From an optimization exercise on the open Yosys and OpenROAD flow, aimed at small area, a short achievable clock period and few clock cycles; shortcuts taken in it are not production practice. In this exercise RTL edits were held to simulation tests only and were not proved equivalent to the original. Power and IR drop assume default switching activity.

==> flow/design.v (excerpt) <==
module nash_sutcliffe_efficiency_top #(
	parameter int MAX_SAMPLES = nse_pkg::MAX_SAMPLES_DEF,
	parameter int SAMPLE_BITS = nse_pkg::SAMPLE_BITS_DEF
) (
	input  logic                              clk,
	input  logic                              arst_n,
	input  logic                              s_tvalid,
	output logic                              s_tready,
	input  logic [nse_pkg::IN_DATA_W-1:0]     s_tdata,    
	input  logic                              s_tlast,    
	output logic                              m_tvalid,
	input  logic                              m_tready,
	output logic [nse_pkg::EFF_W-1:0]         m_tdata,    
	output logic [nse_pkg::STAT_W-1:0]        m_tuser,    
	input  logic                              psel,
	input  logic                              penable,
	input  logic                              pwrite,
	input  logic [nse_pkg::APB_ADDR_W-1:0]    paddr,
	input  logic [nse_pkg::APB_DATA_W-1:0]    pwdata,
	output logic [nse_pkg::APB_DATA_W-1:0]    prdata,
	output logic                              pready
);
==> flow/config.mk <==
export PLATFORM = sky130hd
export DESIGN_NAME = nash_sutcliffe_efficiency_top
export DESIGN_NICKNAME = nash_sutcliffe_efficiency_top
export VERILOG_FILES = /design/flow/design.v
export SDC_FILE = /design/flow/constraint.sdc
export NUM_CORES = 4
export LEC_CHECK = 0
export CAP_MARGIN = 20
export CORE_MARGIN = 2
export CORE_UTILIZATION = 40
export SLEW_MARGIN = 20
==> flow/constraint.sdc <==
create_clock -name core_clock -period 12.0 [get_ports {clk}]
set_input_delay 2.4000 -clock core_clock [delete_from_list [all_inputs] [get_ports {clk}]]
set_output_delay 2.4000 -clock core_clock [all_outputs]
set_load 0.01 [all_outputs]
standard.sh (not shown) runs the stock make flow with config.mk's settings and CLKGATE_MAP_FILE= SYNTH_SCRIPT=/design/flow/synth_recipe.tcl, a recipe that flattens the netlist after the stock synthesis.
==> flow/flow/run.sh <==
#!/bin/bash
# The standard layout (the standard.sh, standard synthesis included) with these layout
# choices:
#  - after the standard synthesis, flow/fa_polarity.py removes inverters between full-adder
#    cells: a full adder is self-dual, so feeding it complemented inputs complements its
#    outputs; it picks adder polarities that need fewer inverters. Registers and every other
#    cell stay as synthesized. The synthesized netlist is kept as 1_2_yosys.standard.v.
#  - timing repair is asked to leave setup slack beyond the clock period's (ORFS's
#    repair_timing reads the margin from SETUP_SLACK_MARGIN);
#  - the port buffers that buffer_ports puts on every input and output are plain buffers
#    (sky130_fd_sc_hd__buf_2, which repair may resize) instead of its default delay cell.
# The clock, the constraints and every other step are the standard flow's.
set -euo pipefail
export SETUP_SLACK_MARGIN=8.1
export BUFFER_PORTS_ARGS="-buffer_cell sky130_fd_sc_hd__buf_2"
R=orfs/results/${FLOW_PLATFORM}/nash_sutcliffe_efficiency_top/base
bash standard.sh synth > standard_synth.log 2>&1
cp "$R/1_2_yosys.v" "$R/1_2_yosys.standard.v"
python3 flow/fa_polarity.py "$R/1_2_yosys.standard.v" "$R/1_2_yosys.v" > fa_polarity.log 2>&1
rm -f "$R/1_synth.odb" "$R/1_synth.sdc"
bash standard.sh > standard_flow.log 2>&1
Other scripts of this flow, unchanged in this note and not shown: flow/flow/fa_polarity.py
Testbench counts at the start, summed over its fixed seeds: cycles 16,641.
Rerun with:
--- a/flow/flow/run.sh
+++ b/flow/flow/run.sh
@@ -14 +14 @@
-export SETUP_SLACK_MARGIN=8.1
+export SETUP_SLACK_MARGIN=7.9
Settings changed: CTS_BUF_LIST set to sky130_fd_sc_hd__clkbuf_16, CTS_CLUSTER_DIAMETER set to 100, CTS_CLUSTER_SIZE set to 25.
Outcome:
- The new run produced a clean layout
- routed wire length drops slightly
- sequential power hardly moves
- final area drops by a few percent
- register-to-register slack is worse by 120 ps
- clock power drops by well over a third
- sequential share of layout area climbs by 1.2 points
- total power drops by roughly a tenth
- worst hold slack is about the same
- clock-buffer cell count drops by 56
Rerun with:
Settings changed: CTS_BUF_LIST sky130_fd_sc_hd__clkbuf_16 to unset, CTS_CLUSTER_DIAMETER 100 to unset, CTS_CLUSTER_SIZE 25 to unset.
Result:
- The new run passed the timing, DRC and antenna checks
- utilization grows by 1.0 points
- register-to-register slack improves by 20 ps
- maximum frequency grows by 0.49%
- wire length grows by 0.56%
- setup slack improves by 20 ps
- critical path depth shrinks by 2
- area after synthesis is unchanged
- power grows by 5.7%


Setup of rev 12:
nash_sutcliffe_efficiency_top, a different RTL version from the one above (not shown whole).
For scale: about 140 I/O pins.
Settings: LEC_CHECK=0, CAP_MARGIN=20, CORE_MARGIN=2, CORE_UTILIZATION=40, SLEW_MARGIN=20; clock period 12.0 ns.
==> flow/flow/run.sh <==
#!/bin/bash
# The standard layout (the standard.sh, standard synthesis included), with timing repair
# asked to leave setup slack beyond the clock period's: ORFS's repair_timing reads the
# margin from SETUP_SLACK_MARGIN. The clock, the constraints and every other step are the
# standard flow's.
set -euo pipefail
export SETUP_SLACK_MARGIN=7.5
bash standard.sh > standard_flow.log 2>&1
Testbench counts of rev 12, summed over its fixed seeds: cycles 17,133.
> inputs changed (rev 12 -> rev 13)
--- a/flow/flow/run.sh
+++ b/flow/flow/run.sh
@@ -7 +7 @@
-export SETUP_SLACK_MARGIN=7.5
+export SETUP_SLACK_MARGIN=8.0
Findings:
Rev 13 vs. rev 12: power attributed to sequential cells has decreased; pin count of the biggest net entering global routing fell by 12. Against rev 12, rev 13 reports a final cell count that is higher. Rev 13 vs. rev 12: final core area utilization increased by 2.4 points relative to the old numbers, wire length increased by about 6% relative to the old numbers, routed length per placed instance increased by 0.75 um relative to the old numbers, met3 demand-to-capacity share in global routing increased by 0.47 points relative to the old numbers. Of rev 13 and rev 12, it is rev 13 that has the lower fraction of standard cell area in multi-input logic.

[afterwards: timing with drivers on the ports]
The results above use ideal ports. As a check the final layouts listed here were re-extracted and re-timed, cells and wires unchanged.
Step 1, drivers: a clkbuf_16 drives clk and a buf_2 each remaining input, both assumed.
Step 2 times the ports against the registers' clock, not the clock port: input delays grow and output delays shrink by t, the midpoint of the rising clock arrivals with the driver on.
Slacks: ideal / step 1 / step 2; pairs: ideal / step 1.
run	t (ns)	setup WS [ns]	hold slack, ns	worst data-port slew with drivers (ns)	pins driven straight from the clock port
the first run of note 1	0.728	8.043 / 8.043 / 8.043	0.354 / 0.354 / 0.354	0.06	1
the second run of note 1	0.710	7.921 / 7.921 / 7.921	0.357 / 0.357 / 0.357	0.05	1
the third run of note 1	0.724	7.941 / 7.941 / 7.941	0.353 / 0.353 / 0.353	0.05	1
rev 12	0.678	7.599 / 7.535 / 7.648	0.352 / 0.352 / 0.352	0.19	1
rev 13	0.676	7.726 / 7.726 / 7.726	0.371 / 0.371 / 0.371	0.20	1
After both steps setup and hold are still met in every run listed.
